From an optimization exercise on the open Yosys and OpenROAD flow, aimed at small area; shortcuts taken in it are not production practice.
In this exercise RTL edits were held to simulation tests only and were not proved equivalent to the original.
No activity file was given, so power comes from the tool's default toggle rates.

File: config.mk
export PLATFORM = sky130hd
export DESIGN_NAME = rhythm_slot_regularity_tracker_unit
export DESIGN_NICKNAME = rhythm_slot_regularity_tracker_unit
export VERILOG_FILES = /design/flow/design.v
export SDC_FILE = /design/flow/constraint.sdc
export NUM_CORES = 4
export LEC_CHECK = 0
export CAP_MARGIN = 20
export CORE_MARGIN = 2
export CORE_UTILIZATION = 40
export CTS_BUF_LIST = sky130_fd_sc_hd__clkbuf_4
export CTS_CLUSTER_SIZE = 20
export SLEW_MARGIN = 20
File: constraint.sdc
create_clock -name core_clock -period 10.0 [get_ports {aclk}]
set_input_delay 2.0000 -clock core_clock [delete_from_list [all_inputs] [get_ports {aclk}]]
set_output_delay 2.0000 -clock core_clock [all_outputs]
set_load 0.01 [all_outputs]
File: run.sh
#!/bin/bash
# synth_recipe.tcl (not shown) runs the flow's synth.tcl, then flattens the netlist and writes it again
# the make line also repeats each setting of config.mk as NAME=value (left out here)
make -C /OpenROAD-flow-scripts/flow DESIGN_CONFIG=/design/flow/config.mk WORK_HOME=/design/flow/orfs CLKGATE_MAP_FILE= SYNTH_SCRIPT=/design/flow/synth_recipe.tcl finish
File: design.v
`timescale 1ns / 1ps
`default_nettype none
package rsrt_pkg;
    localparam logic [1:0] REQ_ADD    = 2'd0;
    localparam logic [1:0] REQ_CLEAR  = 2'd1;
    localparam logic [1:0] REQ_SMOOTH = 2'd2;
    localparam logic [1:0] REQ_STEP   = 2'd3;
endpackage
`default_nettype wire
`timescale 1ns / 1ps
`default_nettype none
module rhythm_slot_regularity_tracker_unit (
    input  wire logic        aclk,
    input  wire logic        aresetn,
    input  wire logic        s_valid,
    output logic             s_ready,
    input  wire logic [13:0] s_data,
    output logic             m_valid,
    input  wire logic        m_ready,
    output logic [35:0]      m_data,
    input  wire logic        cfg_valid,
    output logic             cfg_ready,
    input  wire logic [0:0]  cfg_index,
    input  wire logic [15:0] cfg_data
);
    localparam logic [3:0] ST_INIT = 4'd8;
    localparam logic [3:0] ST_IDLE = 4'd9;
    logic [7:0]  hist [16];
    logic [7:0]  refr [16];
    logic [3:0]  pos;
    logic [3:0]  st;
    logic        mv_q;
    logic [7:0]  mean_q;      
    logic [15:0] score_q;     
    logic        c_q;         
    logic [7:0]  act_q;
    logic [7:0]  lim_q;       
    logic        limhi_q;     
    logic [12:0] r_q;         
    logic [4:0]  n_q;         
    logic [7:0]  raw_q;
    logic        dis_q;
    logic [1:0]  case_q;
    wire [1:0] typ  = s_data[13:12];
    wire [3:0] slot = s_data[11:8];
    wire [7:0] amt  = s_data[7:0];
    wire is_add    = (typ == 2'd0);
    wire is_clr    = (typ == 2'd1);
    wire is_smooth = (typ == 2'd2);
    wire is_step   = (typ == 2'd3);
    wire in_init = (st == ST_INIT);
    wire in_idle = (st == ST_IDLE);
    wire in_p0   = (st == 4'd0);
    wire in_p1   = (st == 4'd1);
    wire in_p2   = (st == 4'd2);
    wire in_p3   = (st == 4'd3);
    wire in_p4   = (st == 4'd4);
    wire in_p5   = (st == 4'd5);
    wire in_p6   = (st == 4'd6);
    wire in_p7   = (st == 4'd7);
    wire       p15     = (pos == 4'hF);
    wire [3:0] pos_inc = pos + 4'd1;
    wire       lo_half = !pos[3];
    wire [7:0] h  = hist[0];
    wire [7:0] rr = refr[0];
    wire       nz = (h != 8'd0);
    wire low    = mean_q < act_q;
    wire active = mean_q > act_q;
    wire match = (is_step && !low) ? (pos_inc == slot) : (pos == slot);
    wire [8:0] add_sum = {1'b0, h} + {1'b0, amt};
    wire [7:0] add_val = add_sum[8] ? 8'hFF : add_sum[7:0];
    wire       h_gt_m  = h > mean_q;
    wire       kill_lo = in_p3 && nz && !h_gt_m;
    wire       kill_hi = in_p6 && nz && !limhi_q && h_gt_m;
    wire       kill    = kill_lo || kill_hi;
    wire       keep    = in_p6 && nz && !kill_hi;
    wire       hzero    = in_init || (in_p0 && is_clr) || kill;
    wire       hadd     = in_p0 && is_add && match;
    wire [7:0] hist_new = hzero ? 8'd0 : (hadd ? add_val : h);
    wire       step_hit = in_p0 && is_step && match;
    wire       refwr    = in_init || step_hit;
    wire [7:0] ref_new  = refwr ? hist_new : rr;
    wire       h_gt_r  = h > rr;
    wire       c_empty = !nz && (rr == 8'd0);
    wire       c_hit   = nz && h_gt_r;
    wire       c_miss  = nz && !h_gt_r;
    wire [1:0] case_val = c_empty ? 2'd1 : c_hit ? 2'd2 : c_miss ? 2'd3 : 2'd0;
    wire       step_do = step_hit && !low;
    wire       upd   = case_q != 2'd0;
    wire       dec   = case_q == 2'd3;
    wire       sb    = score_q[0];
    wire       cn    = c_q && (sb ^ dec);
    wire       s_sh  = in_init || (is_step && (in_p1 || in_p2));
    wire       s_new = !in_init && (sb ^ (c_q && in_p2));
    wire [5:0] t     = r_q[12:7];
    wire [5:0] tsub  = {1'b0, t[5:1]} - {1'b0, n_q};
    wire       ge    = (n_q != 5'd0) && !tsub[5];
    wire [4:0] trem  = ge ? {tsub[3:0], t[0]} : t[4:0];
    wire [12:0] div_next = {trem, r_q[6:0], ge};
    wire       kbit   = in_p2 ? !pos[0] : lim_q[pos[2:0]];
    wire       mul    = in_p2 || in_p5;
    wire [8:0] addend = mul ? {1'b0, kbit ? mean_q : 8'd0} : {h, in_p6};
    wire [13:0] sum   = {1'b0, r_q} + {5'd0, addend};
    wire go     = in_idle && !mv_q && s_valid && p15;
    wire last   = in_p7 || (in_p0 && (is_add || is_clr)) || (in_p2 && is_step);
    wire commit = p15 && last;
    assign s_ready   = commit;
    assign m_valid   = mv_q;
    assign cfg_ready = 1'b1;
    assign m_data    = {mean_q, raw_q, dis_q, active, score_q, case_q};
    always_ff @(posedge aclk) begin
        for (int i = 0; i < 15; i++) begin
            hist[i] <= hist[i + 1];
            refr[i] <= refr[i + 1];
        end
        hist[15] <= hist_new;
        refr[15] <= ref_new;
        if (s_sh) score_q <= {s_new, score_q[15:1]};
    end
    always_ff @(posedge aclk) begin
        if (!aresetn) begin
            pos     <= 4'd0;
            st      <= ST_INIT;
            mv_q    <= 1'b0;
            mean_q  <= 8'd0;
            act_q   <= 8'd4;
            lim_q   <= 8'hFF;
            limhi_q <= 1'b1;
        end else begin
            pos <= pos_inc;
            if (cfg_valid) begin
                if (cfg_index == 1'b0) begin
                    act_q <= cfg_data[7:0];
                end else begin
                    lim_q   <= cfg_data[7:0];
                    limhi_q <= |cfg_data[15:8];
                end
            end
            if (in_init) begin
                if (p15) st <= ST_IDLE;
            end else if (in_idle) begin
                if (mv_q) begin
                    if (m_ready) mv_q <= 1'b0;
                end else if (go) begin
                    st <= 4'd0;
                end
            end else if (p15) begin
                st <= last ? ST_IDLE : st + 4'd1;
            end
            if (commit) mv_q <= 1'b1;
            if ((go || (p15 && (in_p2 || in_p3 || in_p5 || in_p7))) && is_smooth)
                mean_q <= r_q[7:0];
            else if ((in_p4 || (in_p0 && is_smooth)) && h_gt_m)
                mean_q <= h;
        end
    end
    always_ff @(posedge aclk) begin
        if (in_idle) r_q <= 13'd0;
        else if (in_p0 && is_smooth) r_q <= sum[12:0];
        else if ((in_p1 || in_p7) && lo_half) r_q <= div_next;
        else if (mul && lo_half) r_q <= sum[13:1];
        else if ((in_p1 || in_p2 || in_p5) && p15) r_q <= 13'd0;
        else if (keep) r_q <= sum[12:0];
        if (in_idle || (in_p5 && p15)) n_q <= 5'd0;
        else if ((in_p0 && is_smooth && nz) || keep) n_q <= n_q + 5'd1;
        if (in_p0 && p15) c_q <= 1'b1;
        else if (in_p1 && p15) c_q <= upd && !cn;
        else c_q <= cn;
        if (go || (in_p1 && p15)) raw_q <= r_q[7:0];
        if (go) dis_q <= 1'b0;
        else if (kill) dis_q <= 1'b1;
        if (go) case_q <= 2'd0;
        else if (step_do) case_q <= case_val;
    end
endmodule
`default_nettype wire
==> results of run 1 <==
synth_stat cells, types with 9 or more instances:
| library cell | count | share of area, % |
|---|---|---|
| dfxtp_1 | 312 | 57 |
| nand2_1 | 73 | 2.5 |
| ha_1 | 54 | 6.2 |
| inv_1 | 49 | 1.7 |
| a21oi_1 | 44 | 2.0 |
| nor2_1 | 43 | 1.5 |
| o21ai_0 | 33 | 1.5 |
| edfxtp_1 | 24 | 6.6 |
| nand3_1 | 24 | 1.1 |
| xnor2_1 | 21 | 1.7 |
| clkbuf_1 | 15 | 0.51 |
| a211oi_1 | 13 | 0.89 |
| nand2b_1 | 12 | 0.69 |
| mux2i_1 | 11 | 1.0 |
| nor2b_1 | 10 | 0.57 |
| nor3_1 | 10 | 0.46 |
| a21boi_0 | 9 | 0.62 |
| a21o_1 | 9 | 0.62 |
report_power, final:
part / internal [mW] / leakage [nW] / total, mW / switching, mW
registers: 1.36 / 2.79 / 1.37 / 0.00788
logic: 0.0341 / 2.04 / 0.0660 / 0.0319
clock network: 0.567 / 0.605 / 1.07 / 0.502
state kept, by name (all words and copies together), names as in the netlist:
register	flops
hist	128
refr	128
score_q	16
r_q	13
act_q	8
lim_q	8
mean_q	8
raw_q	8
n_q	5
pos	4
st	4
case_q	2
c_q	1
dis_q	1
limhi_q	1
mv_q	1
final cells by class:
cell class                 count  area share, %
timing repair buffer          73           5.58
sequential                   336           53.6
multi-input combinational    515           28.3
clock inverter                24           1.05
inverter                      49           1.41
clock buffer                 117           6.75
tap                          341           3.28
antenna                        3         0.0577
critical path: stages:
cell,delay [ps]
clkdlybuf4s50_1,650
and3_1,200
o31ai_1,70
or2_2,340
nor2_1,150
clkdlybuf4s50_1,550
final timing paths:
check,from,end,slack (ps),cells past startpoint
max,s_data[12],s_ready,4040,6
min,refr[1][5],refr[0][5],290,0
min reg2reg,refr[1][5],refr[0][5],290,0
max reg2reg,st[0],r_q[11],5700,16
routing by layer:
metal	track usage, %	up-vias	share of wire [%]
met3	4.03	49	4.7
li1	-	3552	-
met4	7.84	0	3.1
met5	0	-	0
met1	20.9	3328	49
met2	23.2	176	43
placed cells by master (no fill, tap or decap), types with 8 or more instances in the layout:
cell             Yosys  routed
a211oi_1            13      13
a21boi_0             9       9
a21o_1               9       9
a21oi_1             44      44
a22o_1               8       8
clkbuf_4             0     117
clkdlybuf4s50_1      0      72
clkinv_1             0      17
dfxtp_1            312     312
edfxtp_1            24      24
ha_1                54      54
inv_1               49      49
mux2i_1             11      11
nand2_1             73      73
nand2b_1            12      12
nand3_1             24      24
nor2_1              43      43
nor2b_1             10      10
nor3_1              10       9
o211a_1              8       8
o21ai_0             33      33
xnor2_1             21      21
xor2_1               8       8
through the flow:
stage | util (%) | cells | power [mW]
2_1_floorplan | - | 925 | 1.44
3_3_place_gp | 44.5 | 1314 | 1.46
3_5_place_dp | 44.4 | 1314 | 1.46
4_1_cts | 48.2 | 1455 | 2.56
5_1_grt | 48.2 | 1458 | 2.64
6_report | 48.2 | 1458 | 2.50
cells by family after synthesis:
| group | synth area share, % |
|---|---|
| buffers and inverters | 2.86 |
| other | 0.0342 |
| DFF | 63.6 |
| adders and majority gates | 6.72 |
| xor gates and xnor gates | 2.57 |
| muxes | 2.65 |
| AOI/OAI and AO/OA | 11.4 |
| and+or+nand+nor | 10.1 |
==> qor.txt, run 1 <==
GRT overflow = 0
I/O pins = 75
area of placed instances = 12,000 sq um
CTS tree = done
clk_skew = 66.2 ps
clock buffer depth = 3
CP startpoint kind = input port
Mapped Area = 11,000 sq um
measured slew at the worst slew-check pin = 992 ps
RSZ-0062 raised after global routing = no
gp weighted congestion = 0.847
Seq/Total Area, Yosys = 63.6%
Hold Fails Final Rpt = 0
cell area after layout = 13,000 sq um
CTS Hold Buffers Added = 0
largest net degree at the start of global routing = 35
ys async rst share = 0%
first-pass iteration count of the detailed router = 5
initial antenna violation count = 1
routed wire length = 21,500 microns
Max VDD drop = 0.121 mV
worst setup path category = in2out
Initial Util = 40.6%
syn_area_per_cell = 11.8 sq um
number of CTS-inserted buffers = 82
post-DP HPWL = 14,900 microns
later-pin clock latency in the skew report = 690 ps
Leak Pwr = 5.43 nW
pre-CTS setup slack = 4030 ps
Final ANT Viol Nets = 0
Die Width = 169 microns
post-synthesis cell count = 925
Layout Nets = 1,150
FILL cells = 2,456
prevailing post-synth register cell = dfxtp_1
crit share post-route = 59.6%
P&R area growth vs syn = 18.7%
Required @ worst endpoint = 8000 ps
critical-path maximum fanout = 7
Post-Syn Nets = 1,018
Max Cap Viol = 0
Port Buf Inserts = 73
post-CTS resize count = 0
fmax = 168 MHz
H-tree depth = 3
fin worst setup slack = 4040 ps
flops & latches, synth = 336
DRT iter0 DRCs = 361
CP arrival = 3960 ps
postcts setup bufs = 0
die height = 169 microns
routed via count = 7,105
area of the multi-input gates = 3680 sq um
Die ar. = 28,700 sq um
Clock Sinks = 336
CTS root buf = clkbuf_4
Slew Viols, Final = 0
min-delay worst type = reg2reg
Fin Hold WS = 294 ps
Cell Pwr Density = 192 nW/um^2
Core Area = 27,000 sq um
status = no timing/DRC/antenna violations
routed len/inst = 14.7 microns
Final TNS setup = 0 ps
all-layer global routing usage = 15.5%
global-route wire length before repair = 35,300 microns
vias in the first global route = 6,989
crit path capture type = output pin
Setup violations, final = 0
Synth Warn # = 3
Vias/cell = 4.87
headroom to the max-slew limit = 33.5%
Yosys cell types = 72
clock slew at reported path FFs = 60 ps
min Tclk post-route = 5960 ps
EDFF count, synth = 24
Std-Cell Rows = 60
drt drc = 0
share of layout cells above drive strength 1 = 13.3%
Register Area = 6970 sq um
==> inputs of run 2 (changes only) <==
--- a/config.mk
+++ b/config.mk
@@ -10,4 +10,2 @@
 export CORE_UTILIZATION = 40
-export CTS_BUF_LIST = sky130_fd_sc_hd__clkbuf_4
-export CTS_CLUSTER_SIZE = 20
 export SLEW_MARGIN = 20
==> run 2 against run 1 <==
Still clean; flip-flop and latch count stayed put; power grew 11%; final cell count fell by 5.8%; sequential share of layout area shrank 0.84 points.
==> qor.txt, run 2 <==
overall power = 2.78 mW (was 2.50 mW)
critical path's largest stage delay = 640 ps (was 650 ps)
Core Area = 27,000 sq um (unchanged)
most frequent cell after synthesis = dfxtp_1 (unchanged)
share of layout cells above drive strength 1 = 7.84% (was 13.3%)
commonest non-fill, non-tap cell in the layout = dfxtp_1 (unchanged)
prevailing post-synth register cell = dfxtp_1 (unchanged)
sequential power share = 49.1% (was 54.6%)
Net Switching = 0.533 mW (was 0.542 mW)
area of the multi-input gates = 3680 sq um (unchanged)
Compound-Gate Fraction of Synth Area = 11.4% (unchanged)
initial antenna violation count = 0 (was 1)
routed wire length = 21,100 microns (was 21,500 microns)
top cells by area, synth = dfxtp_1 57%, edfxtp_1 6.6%, ha_1 6.2%, nand2_1 2.5%, a21oi_1 2.0% (unchanged)
syn_area_per_cell = 11.8 sq um (unchanged)
routed via count = 6,822 (was 7,105)
Switching Fraction = 19.1% (was 21.7%)
Slew Viols, Final = 0 (unchanged)
mux cell area share after synthesis = 2.65% (unchanged)
post-synthesis cell count = 925 (unchanged)
flops & latches, synth = 336 (unchanged)
ys async rst share = 0% (unchanged)
min-delay worst type = reg2reg (unchanged)
Hold Fails Final Rpt = 0 (unchanged)
CP max-delay cell = clkdlybuf4s50_1 (unchanged)
fin util = 49.0% (was 48.2%)
CP arrival = 3960 ps (about the same)
crit share post-route = 59.6% (about the same)
first-pass iteration count of the detailed router = 6 (was 5)
Die ar. = 28,700 sq um (unchanged)
area of placed instances = 12,000 sq um (unchanged)
measured slew at the worst slew-check pin = 982 ps (was 992 ps)
antenna fix cells = 0 (was 3)
clock buffer depth = 3 (unchanged)
clk_skew = 13.4 ps (was 66.2 ps)
die height = 169 microns (unchanged)
critical-path maximum fanout = 7 (unchanged)
Cell Chain, Critical Path = clkdlybuf4s50_1 > and3_1 > o31ai_1 > or2_2 > nor2_1 > clkdlybuf4s50_1 (unchanged)
routed len/inst = 15.4 microns (was 14.7 microns)
Clock Power Share = 48.5% (was 42.7%)
combinational power share = 2.4% (was 2.6%)
clock slew at reported path FFs = 60 ps (about the same)
largest family of logic cells by synthesized area = compound AO/OA/AOI/OAI gates (unchanged)
Fin Hold WS = 322 ps (was 294 ps)
Setup violations, final = 0 (unchanged)
met2 wire len = 9110 microns (was 9320 microns)
global-route wire length before repair = 34,300 microns (was 35,300 microns)
Synth Area in Adders = 6.72% (unchanged)
Port Buf Inserts = 73 (unchanged)
cell taking the most area after synthesis = dfxtp_1 (unchanged)
Die Width = 169 microns (unchanged)
min Tclk post-route = 5960 ps (about the same)
Post-Syn Nets = 1,018 (unchanged)
largest net degree at the start of global routing = 35 (unchanged)
EDFF count, synth = 24 (unchanged)
CP startpoint kind = input port (unchanged)
Final TNS setup = 0 ps (unchanged)
Final ANT Viol Nets = 0 (unchanged)
later-pin clock latency in the skew report = 500 ps (was 690 ps)
family with the most delay on the worst path = buffers and inverters (unchanged)
CTS Hold Buffers Added = 0 (unchanged)
CTS root buf = clkbuf_16 (was clkbuf_4)
headroom to the max-slew limit = 34.1% (was 33.5%)
Vias/cell = 4.97 (was 4.87)
Seq/Total Area, Yosys = 63.6% (unchanged)
postcts setup bufs = 0 (unchanged)
Max Cap Viol = 0 (unchanged)
all-layer global routing usage = 15.0% (was 15.5%)
number of CTS-inserted buffers = 34 (was 82)
GRT overflow = 0 (unchanged)
Max VDD drop = 0.128 mV (was 0.121 mV)
metal3 WL = 904 microns (was 1020 microns)
I/O pins = 75 (unchanged)
most frequent CP cell = clkdlybuf4s50_1 (unchanged)
Synth Warn # = 3 (unchanged)
xor and xnor area share after synthesis = 2.57% (unchanged)
Required @ worst endpoint = 8000 ps (about the same)
H-tree depth = 2 (was 3)
crit path capture type = output pin (unchanged)
Cell Pwr Density = 211 nW/um^2 (was 192 nW/um^2)
largest registers = hist x128, refr x128, score_q x16 (unchanged)
DR top layer = met4 (unchanged)
DRT iter0 DRCs = 397 (was 361)
met1 wire length = 10,500 microns (about the same)
cell area after layout = 13,200 sq um (was 13,000 sq um)
P_int = 2.25 mW (was 1.96 mW)
commonest cells after routing, fill and taps aside = 312 x dfxtp_1, 73 x nand2_1, 72 x clkdlybuf4s50_1 (was 312 x dfxtp_1, 117 x clkbuf_4, 73 x nand2_1)
vias in the first global route = 6,554 (was 6,989)
top-area cell type share of the netlist area = 57.0% (unchanged)
fmax = 168 MHz (about the same)
P&R area growth vs syn = 20.6% (was 18.7%)
Register Area = 6970 sq um (unchanged)
worst setup path category = in2out (unchanged)
drt drc = 0 (unchanged)
buffers and inverters on the worst path = 2 (unchanged)
Initial Util = 40.6% (unchanged)
post-CTS resize count = 0 (unchanged)
status = no timing/DRC/antenna violations (unchanged)
post-DP HPWL = 14,900 microns (unchanged)
gp weighted congestion = 0.847 (unchanged)
FILL cells = 2,393 (was 2,456)
RSZ-0062 raised after global routing = no (unchanged)
Yosys cell types = 72 (unchanged)
Leak Pwr = 5.44 nW (was 5.43 nW)
Layout Nets = 1,102 (was 1,150)
Post-Synth Simple-Gate Area = 10.1% (unchanged)
Commonest cells post-synth = 312 x dfxtp_1, 73 x nand2_1, 54 x ha_1 (unchanged)
Mapped Area = 11,000 sq um (unchanged)
Std-Cell Rows = 60 (unchanged)
Clock Sinks = 336 (unchanged)
CTS tree = done (unchanged)
==> run 2: area by class of cell <==
cell class              count  area share, %
repair buffers             73           5.49
clock buffers              46           7.55
flip-flops and latches    336           52.7
clock inverters            14           1.76
well taps                 341           3.23
multi-input cells         515           27.8
inverters                  49           1.39
==> run 2: logic make-up after synthesis <==
logic type | after synthesis
AND/OR/NAND/NOR | 221
multiplexers | 22
XOR/XNOR | 30
other | 1
flip-flops | 336
buffers and inverters | 74
adder cells (fa/ha/maj) | 57
AO/OA/AOI/OAI | 184
==> run 2: final timing paths <==
check / startpoint / to / slack (ps) / cells after the start
min: hist[1][5] / hist[0][5] / 320 / 0
max reg2reg: pos[1] / r_q[11] / 5690 / 16
max: s_data[12] / s_ready / 4040 / 6
min reg2reg: hist[1][5] / hist[0][5] / 320 / 0
==> run 2: stage by stage <==
stage / std cells / worst slack (ps)
CTS: 1374 / 4030
floorplan: 925 / 4960
detailed placement: 1314 / 4030
finish: 1374 / 4040
global route: 1374 / 3950
global placement: 1314 / 4060
==> run 2: worst register-to-register path, cell delays in order (launching register included) <==
cell and delay [ps]:
dfxtp_1 460, mux4_1 610, a21oi_1 130, nor2_1 50, a31oi_1 230, nor2_1 190
nand2_1 110, o21ai_0 100, ha_1 250, fa_1 440, a211oi_1 230, o21bai_1 170
o221a_2 330, o21ai_0 390, xnor2_1 110, a22oi_1 190, o311ai_0 140
==> run 2: layer usage <==
metal	vias up	global-route usage, %
met5	-	0
met4	0	5.80
met3	46	2.94
met2	163	23.1
met1	3210	20.9
li1	3403	-
==> run 2: power groups by stage <==
| stage | Combinational [mW] | Sequential (mW) | Clock (mW) |
|---|---|---|---|
| floorplan | 0.0424 | 1.39 | 0 |
| global placement | 0.0660 | 1.40 | 0 |
| detailed placement | 0.0661 | 1.40 | 0 |
| CTS | 0.0665 | 1.37 | 1.39 |
| global route | 0.0744 | 1.37 | 1.44 |
| finish | 0.0659 | 1.37 | 1.35 |
==> inputs of run 3 (changes only) <==
--- a/config.mk
+++ b/config.mk
@@ -9,3 +9,6 @@
 export CORE_MARGIN = 2
-export CORE_UTILIZATION = 40
+export CORE_UTILIZATION = 60
+export CTS_BUF_LIST = sky130_fd_sc_hd__clkbuf_16
+export CTS_CLUSTER_DIAMETER = 150
+export CTS_CLUSTER_SIZE = 26
 export SLEW_MARGIN = 20
==> run 3 against run 2 <==
Clock-buffer cell count fell by 29; first-iteration DRC count increased by 31%; global-route usage grew 7.5 points; final cell count decreased by 11%; register-to-register slack got worse by 60 ps; power fell by 24%; combinational power about the same; fmax fell by 1.4%; clock power decreased by 48%; critical endpoint unchanged; largest cell class unchanged.
==> qor.txt, run 3 <==
status = no timing/DRC/antenna violations (unchanged)
later-pin clock latency in the skew report = 510 ps (was 500 ps)
largest net degree at the start of global routing = 35 (unchanged)
flops & latches, synth = 336 (unchanged)
Std-Cell Rows = 49 (was 60)
post-DP HPWL = 15,900 microns (was 14,900 microns)
die height = 139 microns (was 169 microns)
measured slew at the worst slew-check pin = 952 ps (was 982 ps)
RSZ-0062 raised after global routing = no (unchanged)
Max VDD drop = 0.240 mV (was 0.128 mV)
Compound-Gate Fraction of Synth Area = 11.4% (unchanged)
Mapped Area = 11,000 sq um (unchanged)
Switching Fraction = 20.1% (was 19.1%)
headroom to the max-slew limit = 36.1% (was 34.1%)
largest registers = hist x128, refr x128, score_q x16 (unchanged)
ys async rst share = 0% (unchanged)
Required @ worst endpoint = 8000 ps (about the same)
P&R area growth vs syn = 12.2% (was 20.6%)
routed len/inst = 17.9 microns (was 15.4 microns)
EDFF count, synth = 24 (unchanged)
commonest non-fill, non-tap cell in the layout = dfxtp_1 (unchanged)
Vias/cell = 5.55 (was 4.97)
prevailing post-synth register cell = dfxtp_1 (unchanged)
CTS root buf = clkbuf_16 (unchanged)
first-pass iteration count of the detailed router = 7 (was 6)
Port Buf Inserts = 73 (unchanged)
Leak Pwr = 5.07 nW (was 5.44 nW)
Synth Warn # = 3 (unchanged)
initial antenna violation count = 1 (was 0)
share of layout cells above drive strength 1 = 4.22% (was 7.84%)
Die ar. = 19,400 sq um (was 28,700 sq um)
sequential power share = 64.2% (was 49.1%)
DRT iter0 DRCs = 521 (was 397)
cell taking the most area after synthesis = dfxtp_1 (unchanged)
clk_skew = 31.8 ps (was 13.4 ps)
CP arrival = 4040 ps (was 3960 ps)
Layout Nets = 1,085 (was 1,102)
Synth Area in Adders = 6.72% (unchanged)
mux cell area share after synthesis = 2.65% (unchanged)
Final TNS setup = 0 ps (unchanged)
I/O pins = 75 (unchanged)
Core Area = 18,000 sq um (was 27,000 sq um)
min Tclk post-route = 6040 ps (was 5960 ps)
routed via count = 6,799 (was 6,822)
cell area after layout = 12,300 sq um (was 13,200 sq um)
fmax = 165 MHz (was 168 MHz)
routed wire length = 21,900 microns (was 21,100 microns)
crit path capture type = output pin (unchanged)
top cells by area, synth = dfxtp_1 57%, edfxtp_1 6.6%, ha_1 6.2%, nand2_1 2.5%, a21oi_1 2.0% (unchanged)
H-tree depth = 1 (was 2)
Hold Fails Final Rpt = 0 (unchanged)
Yosys cell types = 72 (unchanged)
Final ANT Viol Nets = 0 (unchanged)
number of CTS-inserted buffers = 16 (was 34)
antenna fix cells = 0 (unchanged)
xor and xnor area share after synthesis = 2.57% (unchanged)
Clock Power Share = 32.7% (was 48.5%)
largest family of logic cells by synthesized area = compound AO/OA/AOI/OAI gates (unchanged)
clock buffer depth = 3 (unchanged)
Die Width = 139 microns (was 169 microns)
critical-path maximum fanout = 7 (unchanged)
gp weighted congestion = 0.884 (was 0.847)
all-layer global routing usage = 22.5% (was 15.0%)
Post-Synth Simple-Gate Area = 10.1% (unchanged)
clock slew at reported path FFs = 100 ps (was 60 ps)
drt drc = 0 (unchanged)
post-synthesis cell count = 925 (unchanged)
Slew Viols, Final = 0 (unchanged)
CTS tree = done (unchanged)
vias in the first global route = 6,789 (was 6,554)
commonest cells after routing, fill and taps aside = 312 x dfxtp_1, 73 x nand2_1, 72 x clkdlybuf4s50_1 (unchanged)
GRT overflow = 0 (unchanged)
post-CTS resize count = 0 (unchanged)
global-route wire length before repair = 35,100 microns (was 34,300 microns)
Setup violations, final = 0 (unchanged)
Net Switching = 0.428 mW (was 0.533 mW)
Max Cap Viol = 0 (unchanged)
Commonest cells post-synth = 312 x dfxtp_1, 73 x nand2_1, 54 x ha_1 (unchanged)
Initial Util = 61.0% (was 40.6%)
area of placed instances = 11,800 sq um (was 12,000 sq um)
min-delay worst type = reg2reg (unchanged)
Cell Pwr Density = 173 nW/um^2 (was 211 nW/um^2)
top-area cell type share of the netlist area = 57.0% (unchanged)
worst setup path category = in2out (unchanged)
CTS Hold Buffers Added = 0 (unchanged)
syn_area_per_cell = 11.8 sq um (unchanged)
most frequent cell after synthesis = dfxtp_1 (unchanged)
combinational power share = 3.1% (was 2.4%)
crit share post-route = 60.4% (was 59.6%)
Seq/Total Area, Yosys = 63.6% (unchanged)
CP startpoint kind = input port (unchanged)
postcts setup bufs = 0 (unchanged)
Post-Syn Nets = 1,018 (unchanged)
P_int = 1.70 mW (was 2.25 mW)
Clock Sinks = 336 (unchanged)
[run 3: cell counts after synthesis]
No cell type changed its count.
[run 3: path summary, 6_finish.rpt]
path,from,to,slack (ps),cells past startpoint
worst min register to register,hist[7][0],hist[6][0],320,0
worst max register to register,pos[1],r_q[11],5630,16
worst min-delay path,hist[7][0],hist[6][0],320,0
worst max-delay path,s_data[12],s_ready,3960,6
[run 3: worst max-delay path, stage by stage]
cell and delay (ps):
clkdlybuf4s50_1 640, and3_1 200, o31ai_1 80, or2_2 340, nor2_1 190, clkdlybuf4s50_1 590
[run 3: per-layer routing]
| metal | wire length, microns | GRT usage, % | share of wire (%) |
|---|---|---|---|
| met1 | 10000 | 30.6 | 46 |
| met2 | 10400 | 38.0 | 47 |
| met3 | 882 | 2.87 | 4.0 |
| met4 | 635 | 6.91 | 2.9 |
| met5 | 0 | 0 | 0 |
[run 3: kinds of logic after synthesis]
kind of cell | after synthesis
flops | 336
simple gates | 221
compound gates | 184
buf+inv | 74
fa+ha+maj | 57
xor+xnor | 30
mux | 22
other cells | 1
[run 3: layout make-up]
| type | count | area [sq um] |
|---|---|---|
| sequential | 336 | 6970 |
| fill | 1296 | 5670 |
| multi-input combinational | 515 | 3680 |
| timing repair buffer | 74 | 733 |
| clock buffer | 17 | 425 |
| tap | 229 | 287 |
| inverter | 49 | 184 |
| clock inverter | 5 | 18.8 |
[run 3: per-stage QoR]
| stage | hold WS, ps | worst slack (ps) | power (mW) | instances | utilization [%] |
|---|---|---|---|---|---|
| finish | 323 | 3960 | 2.13 | 1225 | 68.4 |
| global route | 332 | 3920 | 2.19 | 1225 | 68.4 |
| CTS | 323 | 3980 | 2.14 | 1225 | 68.4 |
| detailed placement | 312 | 3970 | 1.46 | 1203 | 66.0 |
| global placement | 310 | 4060 | 1.46 | 1203 | 66.0 |
| floorplan | 310 | 4960 | 1.44 | 925 | - |
[run 3: power by group through the flow]
| stage | logic [mW] | registers (mW) | clock network, mW |
|---|---|---|---|
| 2_1_floorplan | 0.0424 | 1.39 | 0 |
| 3_3_place_gp | 0.0634 | 1.40 | 0 |
| 3_5_place_dp | 0.0659 | 1.40 | 0 |
| 4_1_cts | 0.0667 | 1.37 | 0.707 |
| 5_1_grt | 0.0737 | 1.37 | 0.750 |
| 6_report | 0.0662 | 1.37 | 0.696 |
==> inputs of run 4 (changes only) <==
--- a/design.v
+++ b/design.v
@@ -43,2 +43,3 @@
     logic [1:0]  case_q;
+    logic [7:0]  add_val;     
     wire [1:0] typ  = s_data[13:12];
@@ -69,4 +70,2 @@
     wire match = (is_step && !low) ? (pos_inc == slot) : (pos == slot);
-    wire [8:0] add_sum = {1'b0, h} + {1'b0, amt};
-    wire [7:0] add_val = add_sum[8] ? 8'hFF : add_sum[7:0];
     wire       h_gt_m  = h > mean_q;
@@ -103,2 +102,3 @@
     wire [13:0] sum   = {1'b0, r_q} + {5'd0, addend};
+    assign add_val = sum[9] ? 8'hFF : sum[8:1];
     wire go     = in_idle && !mv_q && s_valid && p15;
@@ -157,3 +157,3 @@
     always_ff @(posedge aclk) begin
-        if (in_idle) r_q <= 13'd0;
+        if (in_idle) r_q <= {4'd0, amt & {8{is_add && s_valid}}, 1'b0};
         else if (in_p0 && is_smooth) r_q <= sum[12:0];
@@ -168,3 +168,4 @@
         else c_q <= cn;
-        if (go || (in_p1 && p15)) raw_q <= r_q[7:0];
+        if (go) raw_q <= 8'd0;
+        else if (in_p1 && p15) raw_q <= r_q[7:0];
         if (go) dis_q <= 1'b0;
==> run 4 against run 3 <==
First-iteration DRC count shrank 3.6%; clock-buffer cell count stayed put; largest cell class unchanged; worst hold slack got worse by 1.4 ps; highest routed layer unchanged; still clean on timing, DRC and antenna; register-to-register slack worse by 80 ps; design area down 2.7%.
==> qor.txt, run 4 <==
status = no timing/DRC/antenna violations (unchanged)
postcts setup bufs = 0 (unchanged)
Compound-Gate Fraction of Synth Area = 11.2% (was 11.4%)
initial antenna violation count = 0 (was 1)
clock buffer depth = 3 (unchanged)
min Tclk post-route = 5810 ps (was 6040 ps)
clock slew at reported path FFs = 100 ps (about the same)
pre-CTS setup slack = 4210 ps (was 3970 ps)
headroom to the max-slew limit = 38.0% (was 36.1%)
routed len/inst = 18.4 microns (was 17.9 microns)
CTS Hold Buffers Added = 0 (unchanged)
min-delay worst type = reg2reg (unchanged)
Yosys cell types = 76 (was 72)
Cell Pwr Density = 177 nW/um^2 (was 173 nW/um^2)
Cell Chain, Critical Path = clkdlybuf4s50_1 > nand3_1 > a21oi_1 > a21oi_1 > nor3b_1 > clkdlybuf4s50_1 (was clkdlybuf4s50_1 > and3_1 > o31ai_1 > or2_2 > nor2_1 > clkdlybuf4s50_1)
commonest cells after routing, fill and taps aside = 312 x dfxtp_1, 95 x nand2_1, 72 x clkdlybuf4s50_1 (was 312 x dfxtp_1, 73 x nand2_1, 72 x clkdlybuf4s50_1)
top-area cell type share of the netlist area = 58.6% (was 57.0%)
top cells by area, synth = dfxtp_1 59%, edfxtp_1 6.8%, ha_1 5.3%, nand2_1 3.3%, a21oi_1 2.0% (was dfxtp_1 57%, edfxtp_1 6.6%, ha_1 6.2%, nand2_1 2.5%, a21oi_1 2.0%)
Clock Sinks = 336 (unchanged)
CTS tree = done (unchanged)
Vias/cell = 5.61 (was 5.55)
P&R area growth vs syn = 12.1% (was 12.2%)
xor and xnor area share after synthesis = 1.81% (was 2.57%)
area of placed instances = 11,500 sq um (was 11,800 sq um)
sequential power share = 64.5% (was 64.2%)
syn_area_per_cell = 11.6 sq um (was 11.8 sq um)
commonest non-fill, non-tap cell in the layout = dfxtp_1 (unchanged)
all-layer global routing usage = 24.2% (was 22.5%)
Synth Area in Adders = 5.65% (was 6.72%)
critical path's largest stage delay = 590 ps (was 640 ps)
largest registers = hist x128, refr x128, score_q x16 (unchanged)
mux cell area share after synthesis = 1.36% (was 2.65%)
non-filler cells, final = 1,207 (was 1,225)
Commonest cells post-synth = 312 x dfxtp_1, 95 x nand2_1, 46 x nor2_1 (was 312 x dfxtp_1, 73 x nand2_1, 54 x ha_1)
global-route wire length before repair = 35,400 microns (was 35,100 microns)
Switching Fraction = 20.0% (was 20.1%)
Port Buf Inserts = 73 (unchanged)
Die ar. = 18,900 sq um (was 19,400 sq um)
placed insts = 1,187 (was 1,203)
CP arrival = 3810 ps (was 4040 ps)
routed via count = 6,770 (was 6,799)
EDFF count, synth = 24 (unchanged)
Synth Warn # = 3 (unchanged)
post-DP HPWL = 15,400 microns (was 15,900 microns)
share of layout cells above drive strength 1 = 3.67% (was 4.22%)
most frequent cell after synthesis = dfxtp_1 (unchanged)
Setup violations, final = 0 (unchanged)
vias in the first global route = 6,826 (was 6,789)
combinational power share = 2.7% (was 3.1%)
die height = 137 microns (was 139 microns)
Leak Pwr = 4.88 nW (was 5.07 nW)
Max VDD drop = 0.198 mV (was 0.240 mV)
flops & latches, synth = 336 (unchanged)
number of CTS-inserted buffers = 16 (unchanged)
CP max-delay cell = clkdlybuf4s50_1 (unchanged)
antenna fix cells = 0 (unchanged)
later-pin clock latency in the skew report = 510 ps (about the same)
hold_sp = hist[7][0] (unchanged)
cell area after layout = 12,000 sq um (was 12,300 sq um)
clk_skew = 17.7 ps (was 31.8 ps)
fmax = 172 MHz (was 165 MHz)
Seq/Total Area, Yosys = 65.3% (was 63.6%)
Net Switching = 0.423 mW (was 0.428 mW)
first-pass iteration count of the detailed router = 5 (was 7)
Hold Fails Final Rpt = 0 (unchanged)
H-tree depth = 1 (unchanged)
ys async rst share = 0% (unchanged)
Mapped Area = 10,700 sq um (was 11,000 sq um)
post-CTS resize count = 0 (unchanged)
Final TNS setup = 0 ps (unchanged)
largest family of logic cells by synthesized area = simple AND/OR/NAND/NOR gates (was compound AO/OA/AOI/OAI gates)
post-synthesis cell count = 919 (was 925)
crit path capture type = output pin (unchanged)
Required @ worst endpoint = 8000 ps (about the same)
GRT overflow = 0 (unchanged)
fin worst setup slack = 4190 ps (was 3960 ps)
gp weighted congestion = 0.922 (was 0.884)
I/O pins = 75 (unchanged)
largest net degree at the start of global routing = 35 (unchanged)
crit share post-route = 58.1% (was 60.4%)
CP startpoint kind = input port (unchanged)
prevailing post-synth register cell = dfxtp_1 (unchanged)
worst setup path category = in2out (unchanged)
Slew Viols, Final = 0 (unchanged)
Post-Synth Simple-Gate Area = 11.6% (was 10.1%)
Core Area = 17,400 sq um (was 18,000 sq um)
Layout Nets = 1,063 (was 1,085)
critical-path maximum fanout = 7 (unchanged)
Die Width = 137 microns (was 139 microns)
DRT iter0 DRCs = 502 (was 521)
measured slew at the worst slew-check pin = 921 ps (was 952 ps)
reg2reg start = st[0] (was pos[1])
routed wire length = 22,200 microns (was 21,900 microns)
Clock Power Share = 32.8% (was 32.7%)
critical path launch point = s_data[12] (unchanged)
Initial Util = 61.4% (was 61.0%)
Post-Syn Nets = 1,002 (was 1,018)
Final ANT Viol Nets = 0 (unchanged)
CTS root buf = clkbuf_16 (unchanged)
RSZ-0062 raised after global routing = no (unchanged)
P_int = 1.69 mW (was 1.70 mW)
Max Cap Viol = 0 (unchanged)
cell taking the most area after synthesis = dfxtp_1 (unchanged)
buffers and inverters on the worst path = 2 (unchanged)
Std-Cell Rows = 48 (was 49)
family with the most delay on the worst path = buffers and inverters (unchanged)
drt drc = 0 (unchanged)
[run 4: cell count changes after synthesis, moves of 11 or more]
cell / delta
xnor2_1: -11
a211oi_1: -11
o21ai_0: -13
nand2_1: +22
o21ai_1: +11
[run 4: power groups by stage]
stage	sequential [mW]	clock (mW)	combinational, mW
floorplan	1.39	0	0.0352
global placement	1.40	0	0.0554
detailed placement	1.40	0	0.0576
CTS	1.37	0.718	0.0581
global route	1.37	0.756	0.0645
finish	1.37	0.694	0.0579
[run 4: area by class of cell]
class                   count  area, sq um
well taps                 225          282
repair buffers             74          733
inverters                  41          154
clock buffers              17          425
flip-flops and latches    336         6970
multi-input cells         511         3380
clock inverters             3         11.3
fillers                  1217         5400
[run 4: cell families after synthesis]
| family | count (synthesis) |
|---|---|
| buffers and inverters | 72 |
| AND/OR/NAND/NOR | 257 |
| other | 1 |
| multiplexers | 12 |
| XOR/XNOR | 22 |
| AO/OA/AOI/OAI | 172 |
| flip-flops | 336 |
| adder cells (fa/ha/maj) | 47 |
[run 4: final timing paths]
check	endpoint	slack (ps)	cells after the start
setup reg to reg	refr[15][2]	5550	15
setup / recovery	s_ready	4190	6
hold reg to reg	hist[6][0]	320	0
hold / removal	hist[6][0]	320	0
[run 4: metal layers]
layer / vias up / track usage [%] / wire length (microns)
met2: 214 / 41.8 / 10800
met1: 3242 / 31.6 / 9630
met5: - / 0 / 0
met4: 0 / 7.33 / 600
li1: 3270 / - / -
met3: 44 / 3.53 / 1220
[run 4: per-stage QoR]
stage          hold slack, ps  util [%]  total power [mW]
2_1_floorplan             310         -              1.43
3_3_place_gp              310      66.4              1.45
3_5_place_dp              312      66.4              1.46
4_1_cts                   320      68.9              2.14
5_1_grt                   329      68.9              2.19
6_report                  321      68.9              2.12
==> inputs of run 5 (changes only) <==
==> flow/run.sh (new file) <==
#!/bin/bash
# The standard layout, except that the port buffers are the smallest
# buffer cell (sky130_fd_sc_hd__buf_1) instead of the default pick.
# The whole make output is kept in std_flow.log; ORFS's per-step logs are
# under orfs/logs/.
set -euo pipefail
export BUFFER_PORTS_ARGS="-buffer_cell sky130_fd_sc_hd__buf_1"
bash standard.sh > std_flow.log 2>&1
==> standard.sh (new file) <==
#!/bin/bash
# synth_recipe.tcl (not shown) runs the flow's synth.tcl, then flattens the netlist and writes it again
# the make line also repeats each setting of config.mk as NAME=value (left out here)
make -C /OpenROAD-flow-scripts/flow DESIGN_CONFIG=/design/flow/config.mk WORK_HOME=/design/flow/orfs CLKGATE_MAP_FILE= SYNTH_SCRIPT=/design/flow/synth_recipe.tcl "${@:-finish}"
removed: run.sh
==> run 5 against run 4 <==
Highest routed layer unchanged; sequential share of layout area is 2.3 points higher; utilization fell by 2.6 points; routed wire length decreased by 4.4%.
==> qor.txt, run 5 <==
largest registers = hist x128, refr x128, score_q x16 (unchanged)
Final ANT Viol Nets = 0 (unchanged)
headroom to the max-slew limit = 44.1% (was 38.0%)
Layout Nets = 1,063 (unchanged)
Initial Util = 61.4% (unchanged)
all-layer global routing usage = 23.0% (was 24.2%)
Yosys cell types = 76 (unchanged)
Post-Syn Nets = 1,002 (unchanged)
Die Width = 137 microns (unchanged)
Final TNS setup = 0 ps (unchanged)
ys async rst share = 0% (unchanged)
hold path depth = 0 (unchanged)
vias in the first global route = 6,594 (was 6,826)
clock buffer depth = 3 (unchanged)
prevailing post-synth register cell = dfxtp_1 (unchanged)
Leak Pwr = 4.69 nW (was 4.88 nW)
number of CTS-inserted buffers = 16 (unchanged)
top-area cell type share of the netlist area = 58.6% (unchanged)
Die ar. = 18,900 sq um (unchanged)
crit share post-route = 50.6% (was 58.1%)
hold_sp = hist[13][5] (was hist[7][0])
clk_skew = 18.4 ps (was 17.7 ps)
I/O pins = 75 (unchanged)
worst setup path category = in2out (unchanged)
Commonest cells post-synth = 312 x dfxtp_1, 95 x nand2_1, 46 x nor2_1 (unchanged)
Vias/cell = 5.51 (was 5.61)
Net Switching = 0.417 mW (was 0.423 mW)
CTS Hold Buffers Added = 0 (unchanged)
min-delay worst type = reg2reg (unchanged)
placed insts = 1,187 (unchanged)
routed len/inst = 17.6 microns (was 18.4 microns)
hold path endpoint = hist[12][5] (was hist[6][0])
first-pass iteration count of the detailed router = 5 (unchanged)
overall power = 2.10 mW (was 2.12 mW)
area of placed instances = 11,100 sq um (was 11,500 sq um)
later-pin clock latency in the skew report = 500 ps (was 510 ps)
routed wire length = 21,200 microns (was 22,200 microns)
Hold Fails Final Rpt = 0 (unchanged)
postcts setup bufs = 0 (unchanged)
status = no timing/DRC/antenna violations (unchanged)
commonest cells after routing, fill and taps aside = 312 x dfxtp_1, 95 x nand2_1, 72 x buf_1 (was 312 x dfxtp_1, 95 x nand2_1, 72 x clkdlybuf4s50_1)
Slew Viols, Final = 0 (unchanged)
R2R cell count = 17 (was 15)
Std-Cell Rows = 48 (unchanged)
RSZ-0062 raised after global routing = no (unchanged)
Synth Warn # = 3 (unchanged)
share of layout cells above drive strength 1 = 3.67% (unchanged)
syn_area_per_cell = 11.6 sq um (unchanged)
global-route wire length before repair = 33,700 microns (was 35,400 microns)
Required @ worst endpoint = 8000 ps (about the same)
antenna fix cells = 0 (unchanged)
flops & latches, synth = 336 (unchanged)
CP startpoint kind = input port (unchanged)
CTS tree = done (unchanged)
CP arrival = 3060 ps (was 3810 ps)
Cell Pwr Density = 183 nW/um^2 (was 177 nW/um^2)
combinational power share = 2.3% (was 2.7%)
Clock Power Share = 32.7% (was 32.8%)
routed via count = 6,646 (was 6,770)
initial antenna violation count = 0 (unchanged)
P&R area growth vs syn = 7.87% (was 12.1%)
largest net degree at the start of global routing = 35 (unchanged)
crit path capture type = output pin (unchanged)
drt drc = 0 (unchanged)
non-filler cells, final = 1,207 (unchanged)
Core Area = 17,400 sq um (unchanged)
Port Buf Inserts = 73 (unchanged)
Max Cap Viol = 0 (unchanged)
commonest non-fill, non-tap cell in the layout = dfxtp_1 (unchanged)
flop2flop setup slack = 5670 ps (was 5550 ps)
reg2reg start = st[0] (unchanged)
critical-path maximum fanout = 7 (unchanged)
sequential power share = 65.0% (was 64.5%)
post-CTS resize count = 0 (unchanged)
fin util = 66.3% (was 68.9%)
GRT overflow = 0 (unchanged)
most frequent cell after synthesis = dfxtp_1 (unchanged)
clock slew at reported path FFs = 100 ps (about the same)
FF-to-FF End = r_q[11] (was refr[15][2])
P_int = 1.69 mW (about the same)
H-tree depth = 1 (unchanged)
Seq/Total Area, Yosys = 65.3% (unchanged)
Switching Fraction = 19.8% (was 20.0%)
gp weighted congestion = 0.948 (was 0.922)
CTS root buf = clkbuf_16 (unchanged)
fmax = 198 MHz (was 172 MHz)
min Tclk post-route = 5060 ps (was 5810 ps)
top cells by area, synth = dfxtp_1 59%, edfxtp_1 6.8%, ha_1 5.3%, nand2_1 3.3%, a21oi_1 2.0% (unchanged)
DRT iter0 DRCs = 540 (was 502)
critical path launch point = s_data[12] (unchanged)
Mapped Area = 10,700 sq um (unchanged)
cell area after layout = 11,500 sq um (was 12,000 sq um)
Max VDD drop = 0.177 mV (was 0.198 mV)
die height = 137 microns (unchanged)
EDFF count, synth = 24 (unchanged)
post-DP HPWL = 14,900 microns (was 15,400 microns)
cell taking the most area after synthesis = dfxtp_1 (unchanged)
Setup violations, final = 0 (unchanged)
measured slew at the worst slew-check pin = 833 ps (was 921 ps)
Clock Sinks = 336 (unchanged)
post-synthesis cell count = 919 (unchanged)
-- run 5: cell types whose count changed in the layout (fill, tap and decap cells not counted) --
cell	change
buf_1	+72
clkdlybuf4s50_1	-72
-- run 5: worst max path at each step --
stage	end	slack, ps	depth (start not counted)
4_1_cts	s_ready	4940	6
3_3_place_gp	s_ready	4960	6
6_report	s_ready	4940	6
5_1_grt	s_ready	4830	6
3_5_place_dp	s_ready	4950	6
2_1_floorplan	s_ready	5320	4
-- run 5: area by class of cell --
type / instances / area (sq um)
multi-input combinational: 511 / 3380
fill: 1337 / 5850
inverter: 41 / 154
clock buffer: 17 / 425
tap: 225 / 282
clock inverter: 3 / 11.3
sequential: 336 / 6970
timing repair buffer: 74 / 283
-- run 5: metrics by stage --
step | worst slack, ps | hold slack, ps
6_report | 4940 | 325
5_1_grt | 4830 | 335
4_1_cts | 4940 | 327
3_5_place_dp | 4950 | 312
3_3_place_gp | 4960 | 310
2_1_floorplan | 5320 | 310
-- run 5: worst max-delay path, stage by stage --
cell	delay, ps
buf_1	220
nand3_1	110
a21oi_1	160
a21oi_1	80
nor3b_1	290
buf_1	190
-- run 5: cell families (layout without fill, tap and decap cells) --
| group | after synthesis | after routing | share of synthesized area (%) |
|---|---|---|---|
| compound gates | 172 | 172 | 11.2 |
| xor+xnor | 22 | 22 | 1.81 |
| fa+ha+maj | 47 | 47 | 5.65 |
| buf+inv | 72 | 135 | 3.00 |
| flops | 336 | 336 | 65.3 |
| mux | 12 | 12 | 1.36 |
| other cells | 1 | 1 | 0.0352 |
| simple gates | 257 | 257 | 11.6 |
-- run 5: routing by layer --
layer	vias up	track usage [%]	part of all wire, %
met5	-	0	0
li1	3269	-	-
met1	3149	30.9	46
met4	0	6.87	1.8
met2	195	38.8	47
met3	33	3.42	5.3
-- run 5: power by group through the flow --
stage	Sequential (mW)	Combinational (mW)	Clock, mW
floorplan	1.39	0.0352	0
global placement	1.40	0.0454	0
detailed placement	1.40	0.0478	0
CTS	1.37	0.0480	0.703
global route	1.37	0.0543	0.746
finish	1.37	0.0481	0.688
==> inputs of run 6 (changes only) <==
==> flow/run.sh (replaced) <==
#!/bin/bash
# The standard layout with two changes:
#  - port buffers use the smallest buffer cell (sky130_fd_sc_hd__buf_1);
#  - clock tree: larger sink clusters on clkbuf_16, no dummy loads.
# The whole make output is kept in std_flow.log; ORFS's per-step logs are
# under orfs/logs/.
set -euo pipefail
export BUFFER_PORTS_ARGS="-buffer_cell sky130_fd_sc_hd__buf_1"
export CTS_ARGS="-sink_clustering_enable -repair_clock_nets -sink_clustering_size 28 -sink_clustering_max_diameter 150 -buf_list sky130_fd_sc_hd__clkbuf_16 -dont_use_dummy_load"
bash standard.sh > std_flow.log 2>&1
--- a/config.mk
+++ b/config.mk
@@ -9,6 +9,3 @@
 export CORE_MARGIN = 2
-export CORE_UTILIZATION = 60
-export CTS_BUF_LIST = sky130_fd_sc_hd__clkbuf_16
-export CTS_CLUSTER_DIAMETER = 150
-export CTS_CLUSTER_SIZE = 26
+export CORE_UTILIZATION = 70
 export SLEW_MARGIN = 20
==> run 6 against run 5 <==
Routed wire length grew 8.7%; still clean on timing, DRC and antenna; die area decreased by 14%; via count up 5.6%; global-route usage is 5.8 points higher; final cell count down 3.5%; fmax about the same; critical path depth stayed put; sequential power barely moved; non-clock buffer count unchanged.
==> qor.txt, run 6 <==
post-DP HPWL = 15,700 microns (was 14,900 microns)
global routing usage on met2 = 51.0% (was 38.8%)
fmax = 198 MHz (about the same)
CP startpoint kind = input port (unchanged)
Post-Syn Nets = 1,002 (unchanged)
CP max-delay cell = nor3b_1 (unchanged)
Die ar. = 16,200 sq um (was 18,900 sq um)
min Tclk post-route = 5060 ps (about the same)
share of layout cells above drive strength 1 = 3.48% (was 3.67%)
post-synthesis cell count = 919 (unchanged)
initial antenna violation count = 0 (unchanged)
Seq/Total Area, Yosys = 65.3% (unchanged)
Final ANT Viol Nets = 0 (unchanged)
Fin Hold WS = 309 ps (was 325 ps)
routed via count = 7,017 (was 6,646)
Clock Sinks = 336 (unchanged)
antenna fix cells = 0 (unchanged)
routed wire length = 23,100 microns (was 21,200 microns)
Slew Viols, Final = 0 (unchanged)
Vias/cell = 6.02 (was 5.51)
Hold Fails Final Rpt = 0 (unchanged)
Std-Cell Rows = 45 (was 48)
vias in the first global route = 6,984 (was 6,594)
H-tree depth = 1 (unchanged)
headroom to the max-slew limit = 32.8% (was 44.1%)
CTS tree = done (unchanged)
Die Width = 127 microns (was 137 microns)
critical path's largest stage delay = 300 ps (was 290 ps)
I/O pins = 75 (unchanged)
largest net degree at the start of global routing = 35 (unchanged)
post-CTS resize count = 0 (unchanged)
worst setup path category = in2out (unchanged)
CP arrival = 3060 ps (about the same)
GRT overflow = 0 (unchanged)
Port Buf Inserts = 73 (unchanged)
clk_skew = 32.2 ps (was 18.4 ps)
clock slew at reported path FFs = 100 ps (about the same)
Initial Util = 70.9% (was 61.4%)
crit share post-route = 50.6% (about the same)
CTS root buf = clkbuf_16 (unchanged)
prevailing post-synth register cell = dfxtp_1 (unchanged)
global route hottest layer = met2 (unchanged)
postcts setup bufs = 0 (unchanged)
most frequent cell after synthesis = dfxtp_1 (unchanged)
FILL cells = 936 (was 1,337)
GR Layer Usage met3 = 4.69% (was 3.42%)
RSZ-0062 raised after global routing = no (unchanged)
Synth Warn # = 3 (unchanged)
Register Area = 6970 sq um (unchanged)
ys async rst share = 0% (unchanged)
first-pass iteration count of the detailed router = 7 (was 5)
DRT iter0 DRCs = 810 (was 540)
drt drc = 0 (unchanged)
P&R area growth vs syn = 6.86% (was 7.87%)
Final TNS setup = 0 ps (unchanged)
Cell Pwr Density = 181 nW/um^2 (was 183 nW/um^2)
Required @ worst endpoint = 8000 ps (about the same)
measured slew at the worst slew-check pin = 1000 ps (was 833 ps)
largest registers = hist x128, refr x128, score_q x16 (unchanged)
Yosys cell types = 76 (unchanged)
flops & latches, synth = 336 (unchanged)
top-area cell type share of the netlist area = 58.6% (unchanged)
status = no timing/DRC/antenna violations (unchanged)
met1 GRT Util = 36.0% (was 30.9%)
fin util = 75.8% (was 66.3%)
die height = 127 microns (was 137 microns)
gp weighted congestion = 0.955 (was 0.948)
CTS Hold Buffers Added = 0 (unchanged)
Commonest cells post-synth = 312 x dfxtp_1, 95 x nand2_1, 46 x nor2_1 (unchanged)
syn_area_per_cell = 11.6 sq um (unchanged)
Setup violations, final = 0 (unchanged)
clock buffer depth = 3 (unchanged)
cell taking the most area after synthesis = dfxtp_1 (unchanged)
commonest cells after routing, fill and taps aside = 312 x dfxtp_1, 95 x nand2_1, 72 x buf_1 (unchanged)
Layout Nets = 1,062 (was 1,063)
Mapped Area = 10,700 sq um (unchanged)
later-pin clock latency in the skew report = 500 ps (about the same)
EDFF count, synth = 24 (unchanged)
number of CTS-inserted buffers = 15 (was 16)
all-layer global routing usage = 28.8% (was 23.0%)
Max Cap Viol = 0 (unchanged)
top cells by area, synth = dfxtp_1 59%, edfxtp_1 6.8%, ha_1 5.3%, nand2_1 3.3%, a21oi_1 2.0% (unchanged)
Cell Chain, Critical Path = buf_1 > nand3_1 > a21oi_1 > a21oi_1 > nor3b_1 > buf_1 (unchanged)
critical-path maximum fanout = 7 (unchanged)
global-route wire length before repair = 36,700 microns (was 33,700 microns)
crit path capture type = output pin (unchanged)
commonest non-fill, non-tap cell in the layout = dfxtp_1 (unchanged)
Leak Pwr = 4.66 nW (was 4.69 nW)
routed len/inst = 19.8 microns (was 17.6 microns)
Core Area = 15,000 sq um (was 17,400 sq um)
area of the multi-input gates = 3380 sq um (unchanged)
Max VDD drop = 0.185 mV (was 0.177 mV)
min-delay worst type = reg2reg (unchanged)
[run 6: cells by family after synthesis]
kind of cell / Yosys count / share of synthesized area, %
DFF: 336 / 65.3
and+or+nand+nor: 257 / 11.6
AOI/OAI and AO/OA: 172 / 11.2
buffers and inverters: 72 / 3.00
adders and majority gates: 47 / 5.65
xor gates and xnor gates: 22 / 1.81
muxes: 12 / 1.36
other: 1 / 0.0352
[run 6: final cells by class]
class / instances / share of cell area, %
Inverter: 41 / 1.35
Multi-Input combinational cell: 511 / 29.7
Clock buffer: 15 / 3.29
Tap cell: 188 / 2.06
Timing Repair Buffer: 74 / 2.48
Sequential cell: 336 / 61.1
[run 6: metal layers]
layer | share of wire, % | vias to the layer above
met5 | 0 | -
met4 | 3.2 | 0
met3 | 7.2 | 75
met2 | 50 | 348
met1 | 40 | 3320
li1 | - | 3274
[run 6: path summary, 6_finish.rpt]
kind                                  from          end  slack [ps]  cells past startpoint
worst max-delay path            s_data[12]      s_ready        4940                      6
worst min-delay path            refr[2][2]   refr[1][2]         310                      0
worst max register to register       st[0]  refr[15][2]        5520                     14
worst min register to register  refr[2][2]   refr[1][2]         310                      0
[run 6: worst max-delay path, delay by kind of cell]
kind | cells | cell delay, ps
buf+inv | 2 | 400
simple gates | 2 | 410
compound gates | 2 | 240
[run 6: metrics by stage]
step / power, mW / cells / instance area [sq um] / setup slack, ps
after floorplan: 1.43 / 919 / 10700 / 5320
after global placement: 1.44 / 1150 / 11000 / 4980
after detailed placement: 1.45 / 1150 / 11000 / 4950
after CTS: 2.07 / 1165 / 11400 / 4950
after global routing: 2.12 / 1165 / 11400 / 4820
final: 2.06 / 1165 / 11400 / 4940
[run 6: power by group]
part | internal (mW) | switching, mW
Combinational | 0.0215 | 0.0291
Sequential | 1.36 | 0.00926
Clock | 0.272 | 0.376
Total | 1.65 | 0.414
==> inputs of run 7 (changes only) <==
--- a/flow/run.sh
+++ b/flow/run.sh
@@ -1,3 +1,6 @@
 #!/bin/bash
-# The standard layout with two changes:
+# The standard layout (standard.sh) with three changes:
+#  - synthesis maps the logic with an area-oriented ABC script
+#    (flow/abc_area.script) in place of ORFS's abc_speed.script; registers
+#    are mapped exactly as in the standard synthesis (ABC does not touch them);
 #  - port buffers use the smallest buffer cell (sky130_fd_sc_hd__buf_1);
@@ -7,2 +10,7 @@
 set -euo pipefail
+here=$(pwd)
+rm -rf "$here/scripts"
+cp -r "$FLOW_HOME/scripts" "$here/scripts"
+cp "$here/flow/abc_area.script" "$here/scripts/abc_speed.script"
+export SCRIPTS_DIR="$here/scripts"
 export BUFFER_PORTS_ARGS="-buffer_cell sky130_fd_sc_hd__buf_1"
==> flow/abc_area.script (new file) <==
strash
dch -f
amap
topo
dnsize -c
--- a/config.mk
+++ b/config.mk
@@ -9,3 +9,3 @@
 export CORE_MARGIN = 2
-export CORE_UTILIZATION = 70
+export CORE_UTILIZATION = 40
 export SLEW_MARGIN = 20
==> run 7 against run 6 <==
Routed wire length down 14%; combinational power rose by 26%; synthesized cell count is 4.6% lower; sequential share of layout area is 0.77 points higher; die area up 65%; power increased by 0.56%; clock power decreased by 0.6%; global-route usage fell by 14 points.
==> qor.txt, run 7 <==
status = no timing/DRC/antenna violations (unchanged)
number of CTS-inserted buffers = 15 (unchanged)
Core Area = 25,100 sq um (was 15,000 sq um)
CP startpoint kind = flip-flop (was input port)
most frequent cell after synthesis = dfxtp_1 (unchanged)
Final TNS setup = 0 ps (unchanged)
Required @ worst endpoint = 10,430 ps (was 8000 ps)
H-tree depth = 1 (unchanged)
min-delay worst type = reg2reg (unchanged)
Net Switching = 0.420 mW (was 0.414 mW)
overall power = 2.08 mW (was 2.06 mW)
CTS tree = done (unchanged)
Commonest cells post-synth = 312 x dfxtp_1, 95 x nor2_1, 94 x clkinv_1 (was 312 x dfxtp_1, 95 x nand2_1, 46 x nor2_1)
fmax = 188 MHz (was 198 MHz)
share of layout cells above drive strength 1 = 2.28% (was 3.48%)
hold path depth = 0 (unchanged)
top-area cell type share of the netlist area = 61.4% (was 58.6%)
min Tclk post-route = 5320 ps (was 5060 ps)
prevailing post-synth register cell = dfxtp_1 (unchanged)
ys async rst share = 0% (unchanged)
postcts setup bufs = 0 (unchanged)
clock buffer depth = 3 (unchanged)
routed len/inst = 15.2 microns (was 19.8 microns)
largest net degree at the start of global routing = 29 (was 35)
Max VDD drop = 0.129 mV (was 0.185 mV)
critical-path maximum fanout = 11 (was 7)
I/O pins = 75 (unchanged)
Die Width = 163 microns (was 127 microns)
FF-to-FF End = refr[15][5] (was refr[15][2])
R2R cell count = 20 (was 14)
CP arrival = 5760 ps (was 3060 ps)
GRT overflow = 0 (unchanged)
met1 wire length = 10,200 microns (was 9240 microns)
commonest cells after routing, fill and taps aside = 312 x dfxtp_1, 95 x nor2_1, 94 x clkinv_1 (was 312 x dfxtp_1, 95 x nand2_1, 72 x buf_1)
measured slew at the worst slew-check pin = 923 ps (was 1000 ps)
routed via count = 6,418 (was 7,017)
die height = 163 microns (was 127 microns)
Seq/Total Area, Yosys = 68.5% (was 65.3%)
crit share post-route = 53.2% (was 50.6%)
Max Cap Viol = 0 (unchanged)
post-synthesis cell count = 877 (was 919)
combinational power share = 3.1% (was 2.5%)
fin worst setup slack = 4680 ps (was 4940 ps)
post-CTS resize count = 0 (unchanged)
flop2flop setup slack = 4680 ps (was 5520 ps)
crit path to = refr[15][5] (was s_ready)
Yosys cell types = 41 (was 76)
antenna fix cells = 0 (unchanged)
Fin Hold WS = 306 ps (was 309 ps)
P_int = 1.66 mW (was 1.65 mW)
crit path capture type = flip-flop (was output pin)
all-layer global routing usage = 14.9% (was 28.8%)
CTS root buf = clkbuf_16 (unchanged)
Clock Power Share = 31.0% (was 31.3%)
clk_skew = 49.9 ps (was 32.2 ps)
Die ar. = 26,700 sq um (was 16,200 sq um)
Switching Fraction = 20.3% (was 20.1%)
largest registers = hist x128, refr x128, score_q x16 (unchanged)
routed wire length = 19,800 microns (was 23,100 microns)
Cell Pwr Density = 184 nW/um^2 (was 181 nW/um^2)
DRT iter0 DRCs = 422 (was 810)
gp weighted congestion = 0.911 (was 0.955)
initial antenna violation count = 0 (unchanged)
syn_area_per_cell = 11.6 sq um (about the same)
worst setup path category = reg2reg (was in2out)
Vias/cell = 4.95 (was 6.02)
Port Buf Inserts = 73 (unchanged)
EDFF count, synth = 24 (unchanged)
later-pin clock latency in the skew report = 510 ps (was 500 ps)
Std-Cell Rows = 58 (was 45)
RSZ-0062 raised after global routing = no (unchanged)
Initial Util = 40.5% (was 70.9%)
commonest non-fill, non-tap cell in the layout = dfxtp_1 (unchanged)
met2 wire len = 7970 microns (was 11,400 microns)
placed insts = 1,282 (was 1,150)
DR top layer = met4 (unchanged)
reg2reg start = st[0] (unchanged)
pre-CTS setup slack = 4560 ps (was 4950 ps)
first-pass iteration count of the detailed router = 5 (was 7)
flops & latches, synth = 336 (unchanged)
global-route wire length before repair = 31,300 microns (was 36,700 microns)
metal3 WL = 1070 microns (was 1670 microns)
Layout Nets = 1,052 (was 1,062)
drt drc = 0 (unchanged)
Mapped Area = 10,200 sq um (was 10,700 sq um)
top cells by area, synth = dfxtp_1 61%, edfxtp_1 7.1%, ha_1 5.5%, nor2_1 3.5%, clkinv_1 3.5% (was dfxtp_1 59%, edfxtp_1 6.8%, ha_1 5.3%, nand2_1 3.3%, a21oi_1 2.0%)
Synth Warn # = 3 (unchanged)
non-filler cells, final = 1,297 (was 1,165)
post-DP HPWL = 14,400 microns (was 15,700 microns)
critical path launch point = st[0] (was s_data[12])
clock slew at reported path FFs = 110 ps (was 100 ps)
P&R area growth vs syn = 10.7% (was 6.86%)
Slew Viols, Final = 0 (unchanged)
Clock Sinks = 336 (unchanged)
Setup violations, final = 0 (unchanged)
sequential power share = 65.9% (was 66.2%)
vias in the first global route = 5,898 (was 6,984)
Leak Pwr = 4.23 nW (was 4.66 nW)
cell taking the most area after synthesis = dfxtp_1 (unchanged)
Post-Syn Nets = 960 (was 1,002)
Hold Fails Final Rpt = 0 (unchanged)
Final ANT Viol Nets = 0 (unchanged)
CTS Hold Buffers Added = 0 (unchanged)
headroom to the max-slew limit = 38.2% (was 32.8%)
run 7: worst min-delay path by stage:
stage | start | to | slack, ps
6_report | hist[13][3] | hist[12][3] | 310
5_1_grt | hist[13][3] | hist[12][3] | 310
4_1_cts | hist[13][3] | hist[12][3] | 300
3_5_place_dp | hist[10][7] | hist[9][7] | 310
3_3_place_gp | hist[9][1] | hist[8][1] | 310
2_1_floorplan | hist[1][0] | hist[0][0] | 310
run 7: kinds of logic after synthesis:
| group | count (synthesis) | synth area share [%] |
|---|---|---|
| AO/OA/AOI/OAI | 211 | 14.1 |
| flip-flops | 336 | 68.5 |
| XOR/XNOR | 1 | 0.0861 |
| other | 1 | 0.0369 |
| AND/OR/NAND/NOR | 183 | 7.59 |
| adder cells (fa/ha/maj) | 47 | 5.93 |
| buffers and inverters | 98 | 3.76 |
run 7: worst max-delay path, cell delays in order, from the launching register on:
cell and delay [ps]:
dfxtp_1 410, clkinv_1 170, ha_1 260, nand2_1 160, clkinv_1 140, nor2_1 560
clkinv_1 500, o32ai_1 350, ha_1 310, a21oi_1 130, o21ai_0 150, a221oi_1 350
nor2_1 100, o32ai_1 400, o31ai_1 200, nand2_1 100, o21ai_0 100, buf_4 200
a311oi_1 450, nor2_1 80, a21oi_1 140
run 7: power by group through the flow:
| stage | sequential (mW) | clock, mW | combinational, mW |
|---|---|---|---|
| final | 1.37 | 0.643 | 0.0637 |
| after global routing | 1.37 | 0.711 | 0.0730 |
| after CTS | 1.37 | 0.670 | 0.0640 |
| after detailed placement | 1.40 | 0 | 0.0636 |
| after global placement | 1.40 | 0 | 0.0622 |
| after floorplan | 1.40 | 0 | 0.0438 |
run 7: cell type report:
type	instances	area (sq um)
clock buffers	15	375
inverters	94	353
well taps	330	413
multi-input cells	443	2830
repair buffers	79	319
flip-flops and latches	336	6970
fillers	2427	13900
run 7: routing by layer:
layer / track usage (%) / vias to the layer above
met2: 21.2 / 171
met5: 0 / -
met3: 2.31 / 25
met1: 22.9 / 2980
li1: - / 3242
met4: 4.86 / 0
run 7: through the flow:
| step | util [%] | instance area (sq um) |
|---|---|---|
| final | 44.8 | 11300 |
| after global routing | 44.8 | 11300 |
| after CTS | 44.8 | 11300 |
| after detailed placement | 43.3 | 10900 |
| after global placement | 43.3 | 10900 |
| after floorplan | - | 10200 |

afterwards: timing with drivers on the ports:
The results above use ideal ports. As a check the final layouts listed here were re-extracted and re-timed, cells and wires unchanged. Step 1 sets driving cells, clkbuf_16 on the clock port and buf_2 on the other inputs (assumed; they add their load-dependent delay and slew). Step 2 also shifts input and output timing later by t, the mid clock arrival at the registers, as if the neighbouring blocks saw the same clock. Slacks: ideal ports / drivers / drivers and shift; pairs: ideal ports / drivers.
run | t (ns) | setup slack, ns | hold WS [ns] | clock arrival spread, ns
run 1 | 0.699 | 4.040 / 4.012 / 4.012 | 0.294 / 0.294 / 0.294 | 0.067 / 0.067
run 2 | 0.535 | 4.043 / 4.015 / 4.015 | 0.322 / 0.322 / 0.322 | 0.015 / 0.014
run 3 | 0.534 | 3.957 / 3.929 / 3.929 | 0.323 / 0.323 / 0.323 | 0.033 / 0.034
run 4 | 0.544 | 4.193 / 4.159 / 4.159 | 0.321 / 0.321 / 0.321 | 0.021 / 0.021
run 5 | 0.534 | 4.943 / 4.905 / 4.905 | 0.325 / 0.325 / 0.325 | 0.022 / 0.022
run 6 | 0.532 | 4.944 / 4.908 / 4.908 | 0.309 / 0.309 / 0.309 | 0.033 / 0.033
run 7 | 0.535 | 4.677 / 4.677 / 4.501 | 0.306 / 0.306 / 0.306 | 0.052 / 0.052
After both steps every run listed still meets setup and hold. For run 7, which loses most, drivers alone change the setup slack by 0.000 ns; drivers and shift together by -0.176 ns.
